Background: an optimization exercise with open tools, aiming at small area and a short achievable clock period. Do not read the settings as production practice.
RTL that was checked went through simulation tests only; none was proved equivalent to the original.
Power figures rest on the tool's default switching activity, not on a simulated workload.

==> inputs of 09-16 <==
==> flow/design.v <==
package backend_pkg;
    localparam int WORD_W = 16;
    localparam int REG_N  = 4;
    localparam int IMM_W  = 8;
    typedef logic [WORD_W-1:0]        word_t;
    typedef logic [$clog2(REG_N)-1:0] reg_idx_t;
    typedef enum logic [3:0] {
        ADD, SUB, AND, ORR, NOT, TCP, SHL, SHR,
        LHI, ADI, LWD, SWD, WWD, HLT
    } op_t;
    typedef struct packed {
        logic             valid;
        op_t              op;
        reg_idx_t         rs;
        reg_idx_t         rt;
        reg_idx_t         rd;
        logic [IMM_W-1:0] imm;
    } issue_t;
    typedef struct packed {
        word_t    alu_result;  
        word_t    r_data1;     
        word_t    r_data2;     
        reg_idx_t rd;
        logic     mem_read;
        logic     mem_write;
        logic     reg_write;
        logic     mem_to_reg;
        logic     is_wwd;
        logic     is_done;
    } ex_mem_t;
    typedef struct packed {
        word_t    wb_data;
        word_t    wwd_data;
        reg_idx_t rd;
        logic     reg_write;
        logic     is_wwd;
        logic     is_done;
    } mem_wb_t;
endpackage
module mem_lines (
    input  logic [15:0]  lo,
    input  logic [15:0]  rhi,
    input  logic [15:0]  whi,
    output logic [255:0] rd_line,
    output logic [255:0] wr_line
);
    for (genvar w = 0; w < 256; w++) begin : g_line
        assign rd_line[w] = lo[w % 16] & rhi[w / 16];
        assign wr_line[w] = lo[w % 16] & whi[w / 16];
    end
endmodule
module mem_bank (
    input  logic               clk,
    input  logic [15:0]        rd_line,
    input  logic [15:0]        wr_line,
    input  backend_pkg::word_t wr_data,
    output backend_pkg::word_t rd_data
);
    localparam int W = backend_pkg::WORD_W;
    logic [16*W-1:0] words;    
    always_ff @(posedge clk) begin
        for (int w = 0; w < 16; w++) begin
            if (wr_line[w]) begin
                words[W*w +: W] <= wr_data;
            end
        end
    end
    always_comb begin
        rd_data = '0;
        for (int w = 0; w < 16; w++) begin
            rd_data = rd_data | ({W{rd_line[w]}} & words[W*w +: W]);
        end
    end
endmodule
module cpu_backend (
    input  logic               clk,
    input  logic               rst,
    input  logic               issue_valid,
    input  logic [3:0]         issue_op,
    input  logic [1:0]         issue_rs,
    input  logic [1:0]         issue_rt,
    input  logic [1:0]         issue_rd,
    input  logic [7:0]         issue_imm,
    input  logic               flush,
    output logic               wwd_valid,
    output backend_pkg::word_t wwd_data,
    output logic               done
);
    localparam int W = backend_pkg::WORD_W;
    logic               ex_wr;       
    logic               ex_wwd;
    logic               ex_hlt;
    logic [1:0]         ex_rd;
    backend_pkg::word_t ex_res;      
    backend_pkg::word_t ex_b;        
    logic [15:0]        ex_lo;       
    logic [15:0]        ex_rhi;      
    logic [15:0]        ex_whi;      
    backend_pkg::word_t regs [0:backend_pkg::REG_N-1];
    backend_pkg::word_t mem_rd_data;
    backend_pkg::word_t mem_result;
    logic [255:0]       rd_line;
    logic [255:0]       wr_line;
    backend_pkg::word_t bank_rd [0:15];
    mem_lines u_mem_lines (
        .lo      (ex_lo),
        .rhi     (ex_rhi),
        .whi     (ex_whi),
        .rd_line (rd_line),
        .wr_line (wr_line)
    );
    for (genvar b = 0; b < 16; b++) begin : g_bank
        mem_bank u_bank (
            .clk     (clk),
            .rd_line (rd_line[16*b +: 16]),
            .wr_line (wr_line[16*b +: 16]),
            .wr_data (ex_b),
            .rd_data (bank_rd[b])
        );
    end
    always_comb begin
        mem_rd_data = '0;
        for (int b = 0; b < 16; b++) begin
            mem_rd_data = mem_rd_data | bank_rd[b];
        end
    end
    assign mem_result = mem_rd_data | ex_res;
    always_ff @(posedge clk) begin
        if (rst) begin
            for (int i = 0; i < backend_pkg::REG_N; i++) begin
                regs[i] <= '0;
            end
        end else if (ex_wr) begin
            regs[ex_rd] <= mem_result;
        end
    end
    logic accept;
    logic is_add, is_sub, is_and, is_orr, is_not, is_tcp, is_shl, is_shr, is_lhi, is_imm;
    logic is_ld, is_st, is_wr;
    always_comb begin
        accept = issue_valid & ~flush;
        is_add = (issue_op == 4'd0);
        is_sub = (issue_op == 4'd1);
        is_and = (issue_op == 4'd2);
        is_orr = (issue_op == 4'd3);
        is_not = (issue_op == 4'd4);
        is_tcp = (issue_op == 4'd5);
        is_shl = (issue_op == 4'd6);
        is_shr = (issue_op == 4'd7);
        is_lhi = (issue_op == 4'd8);
        is_imm = (issue_op == 4'd9) || (issue_op == 4'd10) || (issue_op == 4'd11);  
        is_ld  = (issue_op == 4'd10);
        is_st  = (issue_op == 4'd11);
        is_wr  = (issue_op <= 4'd10);
    end
    backend_pkg::word_t op_a;
    backend_pkg::word_t op_b;
    assign op_a = (ex_wr && ex_rd == issue_rs) ? mem_result : regs[issue_rs];
    assign op_b = (ex_wr && ex_rd == issue_rt) ? mem_result : regs[issue_rt];
    function automatic backend_pkg::word_t carries(input backend_pkg::word_t g, input backend_pkg::word_t p);
        backend_pkg::word_t gg;
        backend_pkg::word_t pp;
        gg = g;
        pp = p;
        for (int d = 1; d < 16; d = d * 2) begin
            for (int i = 15; i >= d; i--) begin
                gg[i] = gg[i] | (pp[i] & gg[i-d]);
                pp[i] = pp[i] & pp[i-d];
            end
        end
        carries = {gg[14:0], 1'b0};
    endfunction
    backend_pkg::word_t imm_sext;
    backend_pkg::word_t x, y, g, p, sum, result;
    assign imm_sext = {{8{issue_imm[7]}}, issue_imm};
    assign x = is_sub ? ~op_a : op_a;
    always_comb begin
        y = '0;
        if (is_add || is_sub) y = op_b;
        if (is_imm) y = imm_sext;
        if (is_tcp) y = 16'hffff;
    end
    assign p   = x ^ y;
    assign g   = x & y;
    assign sum = p ^ carries(g, p) ^ {W{is_sub | is_tcp}};
    always_comb begin
        if (is_add || is_sub || is_tcp || is_imm) result = sum;
        else if (is_and) result = op_a & op_b;
        else if (is_orr) result = op_a | op_b;
        else if (is_not) result = ~op_a;
        else if (is_shl) result = {op_a[14:0], 1'b0};
        else if (is_shr) result = {op_a[15], op_a[15:1]};
        else if (is_lhi) result = {issue_imm, 8'h00};
        else result = op_a;                       
    end
    function automatic logic [15:0] onehot4(input logic [3:0] v);
        onehot4 = 16'h0001 << v;
    endfunction
    always_ff @(posedge clk) begin
        if (rst) begin
            ex_wr  <= 1'b0;
            ex_wwd <= 1'b0;
            ex_hlt <= 1'b0;
            ex_whi <= '0;
        end else begin
            ex_wr  <= accept & is_wr;
            ex_wwd <= accept & (issue_op == 4'd12);
            ex_hlt <= accept & (issue_op == 4'd13);
            ex_whi <= (accept & is_st) ? onehot4(sum[7:4]) : 16'h0000;
        end
    end
    always_ff @(posedge clk) begin
        ex_rd  <= issue_rd;
        ex_res <= is_ld ? '0 : result;
        ex_b   <= op_b;
        ex_lo  <= onehot4(sum[3:0]);
        ex_rhi <= is_ld ? onehot4(sum[7:4]) : 16'h0000;
    end
    always_ff @(posedge clk) begin
        if (rst) begin
            wwd_valid <= 1'b0;
            done      <= 1'b0;
        end else begin
            wwd_valid <= ex_wwd;
            done      <= ex_hlt;
        end
    end
    always_ff @(posedge clk) begin
        wwd_data <= ex_res;    
    end
endmodule
module backend_top (
    input  logic        clk,
    input  logic        rst,           
    input  logic        issue_valid,
    input  logic [3:0]  issue_op,
    input  logic [1:0]  issue_rs,
    input  logic [1:0]  issue_rt,
    input  logic [1:0]  issue_rd,
    input  logic [7:0]  issue_imm,
    input  logic        flush,
    output logic        wwd_valid,
    output logic [15:0] wwd_data,
    output logic        done
);
    cpu_backend u_cpu_backend (
        .clk         (clk),
        .rst         (rst),
        .issue_valid (issue_valid),
        .issue_op    (issue_op),
        .issue_rs    (issue_rs),
        .issue_rt    (issue_rt),
        .issue_rd    (issue_rd),
        .issue_imm   (issue_imm),
        .flush       (flush),
        .wwd_valid   (wwd_valid),
        .wwd_data    (wwd_data),
        .done        (done)
    );
endmodule
==> flow/flow/run.sh <==
#!/bin/bash
# Layout: the standard flow (standard.sh) with two synthesis changes that
# leave the registers as the standard synthesis makes them:
# - Yosys does not extract full/half adder cells (ADDER_MAP_FILE empty). ABC
#   cannot see through those cells, so it maps the logic behind them as if it
#   were off the critical path.
# - The slow 4-input OR/NOR cells and the majority cell are added to the
#   platform's don't-use list (the list below is the platform's, then these).
# - The ports are buffered with buf_4 (buffer_ports picks a slow delay cell
#   by default, which the later repair does not replace).
# - Timing repair may resize a cell to any drive strength, not only to cells
#   of the same footprint (the platform sets MATCH_CELL_FOOTPRINT=1).
# Each tool's output is in the ORFS logs under orfs/logs; make's own output is
# in flow_make.log.
set -euo pipefail
DONT_USE="sky130_fd_sc_hd__probe_p_8 sky130_fd_sc_hd__probec_p_8 sky130_fd_sc_hd__lpflow_bleeder_1 sky130_fd_sc_hd__lpflow_clkbufkapwr_1 sky130_fd_sc_hd__lpflow_clkbufkapwr_16 sky130_fd_sc_hd__lpflow_clkbufkapwr_2 sky130_fd_sc_hd__lpflow_clkbufkapwr_4 sky130_fd_sc_hd__lpflow_clkbufkapwr_8 sky130_fd_sc_hd__lpflow_clkinvkapwr_1 sky130_fd_sc_hd__lpflow_clkinvkapwr_16 sky130_fd_sc_hd__lpflow_clkinvkapwr_2 sky130_fd_sc_hd__lpflow_clkinvkapwr_4 sky130_fd_sc_hd__lpflow_clkinvkapwr_8 sky130_fd_sc_hd__lpflow_decapkapwr_12 sky130_fd_sc_hd__lpflow_decapkapwr_3 sky130_fd_sc_hd__lpflow_decapkapwr_4 sky130_fd_sc_hd__lpflow_decapkapwr_6 sky130_fd_sc_hd__lpflow_decapkapwr_8 sky130_fd_sc_hd__lpflow_inputiso0n_1 sky130_fd_sc_hd__lpflow_inputiso0p_1 sky130_fd_sc_hd__lpflow_inputiso1n_1 sky130_fd_sc_hd__lpflow_inputiso1p_1 sky130_fd_sc_hd__lpflow_inputisolatch_1 sky130_fd_sc_hd__lpflow_isobufsrc_1 sky130_fd_sc_hd__lpflow_isobufsrc_16 sky130_fd_sc_hd__lpflow_isobufsrc_2 sky130_fd_sc_hd__lpflow_isobufsrc_4 sky130_fd_sc_hd__lpflow_isobufsrc_8 sky130_fd_sc_hd__lpflow_isobufsrckapwr_16 sky130_fd_sc_hd__lpflow_lsbuf_lh_hl_isowell_tap_1 sky130_fd_sc_hd__lpflow_lsbuf_lh_hl_isowell_tap_2 sky130_fd_sc_hd__lpflow_lsbuf_lh_hl_isowell_tap_4 sky130_fd_sc_hd__lpflow_lsbuf_lh_isowell_4 sky130_fd_sc_hd__lpflow_lsbuf_lh_isowell_tap_1 sky130_fd_sc_hd__lpflow_lsbuf_lh_isowell_tap_2 sky130_fd_sc_hd__lpflow_lsbuf_lh_isowell_tap_4  sky130_fd_sc_hd__or4_1 sky130_fd_sc_hd__or4_2 sky130_fd_sc_hd__or4_4 sky130_fd_sc_hd__or4b_1 sky130_fd_sc_hd__or4b_2 sky130_fd_sc_hd__or4b_4 sky130_fd_sc_hd__or4bb_1 sky130_fd_sc_hd__or4bb_2 sky130_fd_sc_hd__or4bb_4 sky130_fd_sc_hd__nor4_1 sky130_fd_sc_hd__nor4_2 sky130_fd_sc_hd__nor4_4 sky130_fd_sc_hd__nor4b_1 sky130_fd_sc_hd__nor4b_2 sky130_fd_sc_hd__nor4b_4 sky130_fd_sc_hd__nor4bb_1 sky130_fd_sc_hd__nor4bb_2 sky130_fd_sc_hd__nor4bb_4 sky130_fd_sc_hd__maj3_1 sky130_fd_sc_hd__maj3_2 sky130_fd_sc_hd__maj3_4 "
bash standard.sh ADDER_MAP_FILE= MATCH_CELL_FOOTPRINT=0 "BUFFER_PORTS_ARGS=-buffer_cell sky130_fd_sc_hd__buf_4" "DONT_USE_CELLS=$DONT_USE" finish > flow_make.log 2>&1
==> flow/standard.sh <==
#!/bin/bash
# synth_recipe.tcl (not shown) runs the flow's synth.tcl, then flattens the netlist and writes it again
# the make line also repeats each setting of config.mk as NAME=value (left out here)
make -C /OpenROAD-flow-scripts/flow DESIGN_CONFIG=/design/flow/config.mk WORK_HOME=/design/flow/orfs CLKGATE_MAP_FILE= SYNTH_SCRIPT=/design/flow/synth_recipe.tcl "${@:-finish}"
==> flow/config.mk <==
export PLATFORM = sky130hd
export DESIGN_NAME = backend_top
export DESIGN_NICKNAME = backend_top
export VERILOG_FILES = /design/flow/design.v
export SDC_FILE = /design/flow/constraint.sdc
export NUM_CORES = 4
export LEC_CHECK = 0
export CAP_MARGIN = 30
export CORE_MARGIN = 2
export CORE_UTILIZATION = 50
export CTS_CLUSTER_DIAMETER = 120
export CTS_CLUSTER_SIZE = 30
export SETUP_SLACK_MARGIN = 3.5
export SLEW_MARGIN = 40
export SYNTH_HIERARCHICAL = 1
export SYNTH_MEMORY_MAX_BITS = 8192
export SYNTH_MINIMUM_KEEP_SIZE = 0
==> flow/constraint.sdc <==
create_clock -name core_clock -period 7.5 [get_ports {clk}]
set_input_delay 1.5000 -clock core_clock [delete_from_list [all_inputs] [get_ports {clk}]]
set_output_delay 1.5000 -clock core_clock [all_outputs]
set_load 0.01 [all_outputs]
==> inputs of 02-02, as changes to 09-16 <==
--- a/flow/design.v
+++ b/flow/design.v
@@ -66,10 +66,25 @@
         end
     end
-    always_comb begin
-        rd_data = '0;
-        for (int w = 0; w < 16; w++) begin
-            rd_data = rd_data | ({W{rd_line[w]}} & words[W*w +: W]);
-        end
-    end
+    for (genvar i = 0; i < W; i++) begin : g_bit
+        logic [5:0] grp_n;    
+        for (genvar k = 0; k < 5; k++) begin : g_grp
+            mem_aoi3 u_aoi3 (
+                .a0 (rd_line[3*k]),   .b0 (words[W*(3*k)   + i]),
+                .a1 (rd_line[3*k+1]), .b1 (words[W*(3*k+1) + i]),
+                .a2 (rd_line[3*k+2]), .b2 (words[W*(3*k+2) + i]),
+                .y  (grp_n[k])
+            );
+        end
+        assign grp_n[5] = ~(rd_line[15] & words[W*15 + i]);
+        assign rd_data[i] = ~&grp_n;
+    end
+endmodule
+module mem_aoi3 (
+    input  logic a0, b0,
+    input  logic a1, b1,
+    input  logic a2, b2,
+    output logic y
+);
+    assign y = ~((a0 & b0) | (a1 & b1) | (a2 & b2));
 endmodule
 module cpu_backend (
==> flow/flow/run.sh (replaced) <==
#!/bin/bash
# Layout: the standard flow (standard.sh) with two synthesis changes that
# leave the registers as the standard synthesis makes them:
# - Yosys does not extract full/half adder cells (ADDER_MAP_FILE empty). ABC
#   cannot see through those cells, so it maps the logic behind them as if it
#   were off the critical path.
# - The slow 4-input OR/NOR cells and the majority cell are added to the
#   platform's don't-use list (the list below is the platform's, then these).
# Each tool's output is in the ORFS logs under orfs/logs; make's own output is
# in flow_make.log.
set -euo pipefail
DONT_USE="sky130_fd_sc_hd__probe_p_8 sky130_fd_sc_hd__probec_p_8 sky130_fd_sc_hd__lpflow_bleeder_1 sky130_fd_sc_hd__lpflow_clkbufkapwr_1 sky130_fd_sc_hd__lpflow_clkbufkapwr_16 sky130_fd_sc_hd__lpflow_clkbufkapwr_2 sky130_fd_sc_hd__lpflow_clkbufkapwr_4 sky130_fd_sc_hd__lpflow_clkbufkapwr_8 sky130_fd_sc_hd__lpflow_clkinvkapwr_1 sky130_fd_sc_hd__lpflow_clkinvkapwr_16 sky130_fd_sc_hd__lpflow_clkinvkapwr_2 sky130_fd_sc_hd__lpflow_clkinvkapwr_4 sky130_fd_sc_hd__lpflow_clkinvkapwr_8 sky130_fd_sc_hd__lpflow_decapkapwr_12 sky130_fd_sc_hd__lpflow_decapkapwr_3 sky130_fd_sc_hd__lpflow_decapkapwr_4 sky130_fd_sc_hd__lpflow_decapkapwr_6 sky130_fd_sc_hd__lpflow_decapkapwr_8 sky130_fd_sc_hd__lpflow_inputiso0n_1 sky130_fd_sc_hd__lpflow_inputiso0p_1 sky130_fd_sc_hd__lpflow_inputiso1n_1 sky130_fd_sc_hd__lpflow_inputiso1p_1 sky130_fd_sc_hd__lpflow_inputisolatch_1 sky130_fd_sc_hd__lpflow_isobufsrc_1 sky130_fd_sc_hd__lpflow_isobufsrc_16 sky130_fd_sc_hd__lpflow_isobufsrc_2 sky130_fd_sc_hd__lpflow_isobufsrc_4 sky130_fd_sc_hd__lpflow_isobufsrc_8 sky130_fd_sc_hd__lpflow_isobufsrckapwr_16 sky130_fd_sc_hd__lpflow_lsbuf_lh_hl_isowell_tap_1 sky130_fd_sc_hd__lpflow_lsbuf_lh_hl_isowell_tap_2 sky130_fd_sc_hd__lpflow_lsbuf_lh_hl_isowell_tap_4 sky130_fd_sc_hd__lpflow_lsbuf_lh_isowell_4 sky130_fd_sc_hd__lpflow_lsbuf_lh_isowell_tap_1 sky130_fd_sc_hd__lpflow_lsbuf_lh_isowell_tap_2 sky130_fd_sc_hd__lpflow_lsbuf_lh_isowell_tap_4  sky130_fd_sc_hd__or4_1 sky130_fd_sc_hd__or4_2 sky130_fd_sc_hd__or4_4 sky130_fd_sc_hd__or4b_1 sky130_fd_sc_hd__or4b_2 sky130_fd_sc_hd__or4b_4 sky130_fd_sc_hd__or4bb_1 sky130_fd_sc_hd__or4bb_2 sky130_fd_sc_hd__or4bb_4 sky130_fd_sc_hd__nor4_1 sky130_fd_sc_hd__nor4_2 sky130_fd_sc_hd__nor4_4 sky130_fd_sc_hd__nor4b_1 sky130_fd_sc_hd__nor4b_2 sky130_fd_sc_hd__nor4b_4 sky130_fd_sc_hd__nor4bb_1 sky130_fd_sc_hd__nor4bb_2 sky130_fd_sc_hd__nor4bb_4 sky130_fd_sc_hd__maj3_1 sky130_fd_sc_hd__maj3_2 sky130_fd_sc_hd__maj3_4 "
bash standard.sh ADDER_MAP_FILE= "DONT_USE_CELLS=$DONT_USE" finish > flow_make.log 2>&1
==> comparison table <==
Run status: 02-02 no timing/DRC/antenna violations; 09-16 complete, but fails checks
Violated checks: 02-02 -; 09-16 antenna rules
Number of gates resized after CTS: 02-02 472; 09-16 792
Fraction of area in clock buffers and inverters: 02-02 2.72%; 09-16 2.70%
Post-layout net count: 02-02 8267; 09-16 8537
Slew headroom: 02-02 37.0%; 09-16 35.7%
Share of the cycle needed by the critical path after routing: 02-02 68.8%; 09-16 66.4%
Post-Syn Nets: 02-02 7895; 09-16 8631
GR Util met3: 02-02 3.46%; 09-16 3.95%
Filler Cell Count: 02-02 23400; 09-16 24700
Sequential cell area: 02-02 127000 µm²; 09-16 127000 µm²
Met2 track utilization from global routing: 02-02 41.9%; 09-16 42.5%
FF-to-FF setup slack: 02-02 2.34 ns; 09-16 2.52 ns
Part of the power in combinational logic: 02-02 6.0%; 09-16 5.9%
Ratio of total power to cell area: 02-02 239 nW/µm²; 09-16 232 nW/µm²
Clock buffer cells: 02-02 236; 09-16 239
Crit Path Max Fanout: 02-02 8; 09-16 16
Launch point of the worst reg-to-reg path: 02-02 u_cpu_backend.ex_lo[0]; 09-16 u_cpu_backend.ex_rhi[2]
Length of routed wiring on met1: 02-02 167 mm; 09-16 182 mm
Std-Cell Rows: 02-02 203; 09-16 208
Tmin final: 02-02 5.16 ns; 09-16 4.98 ns
Per-instance average area after synthesis: 02-02 19.6 µm²; 09-16 18.7 µm²
Met2 Routed Length: 02-02 205 mm; 09-16 213 mm
Timing endpoint of the critical path: 02-02 u_cpu_backend.ex_rhi[7]; 09-16 u_cpu_backend.ex_rhi[3]
Total design power: 02-02 40300 µW; 09-16 40400 µW
WP depth: 02-02 20; 09-16 17
Xor/xnor cell area share of the yosys netlist: 02-02 0.346%; 09-16 0.331%
Yosys top cell area share: 02-02 81.0%; 09-16 77.6%
Only the layout flow was run in 02-02; the RTL was not checked for function there.

[port drivers added, routing unchanged]
The flow's constraints put no driver on any port. The routed layouts listed below were extracted and timed again, unchanged, in two steps.
Step 1 sets driving cells, clkbuf_16 on the clock port and buf_2 on the other inputs (assumed; they add their load-dependent delay and slew).
Step 2 moves the port delays by t, midway between the first and last clock arrival at a register: inputs arrive t later, outputs are due t later. That takes back most of the time a late clock gives input paths.
a / b / c = no drivers / after step 1 / after step 2; a / b = the first two.
| run | shift t [ns] | slack for setup (ns) | worst setup path after step 2 |
|---|---|---|---|
| 09-16 | 1.007 | 2.520 / 2.520 / 2.013 | input to register |
| 02-02 | 0.980 | 2.339 / 2.339 / 1.645 | input to register |
The setup slack of 02-02, which loses most, moves by 0.000 ns with the drivers and by -0.694 ns with both steps.
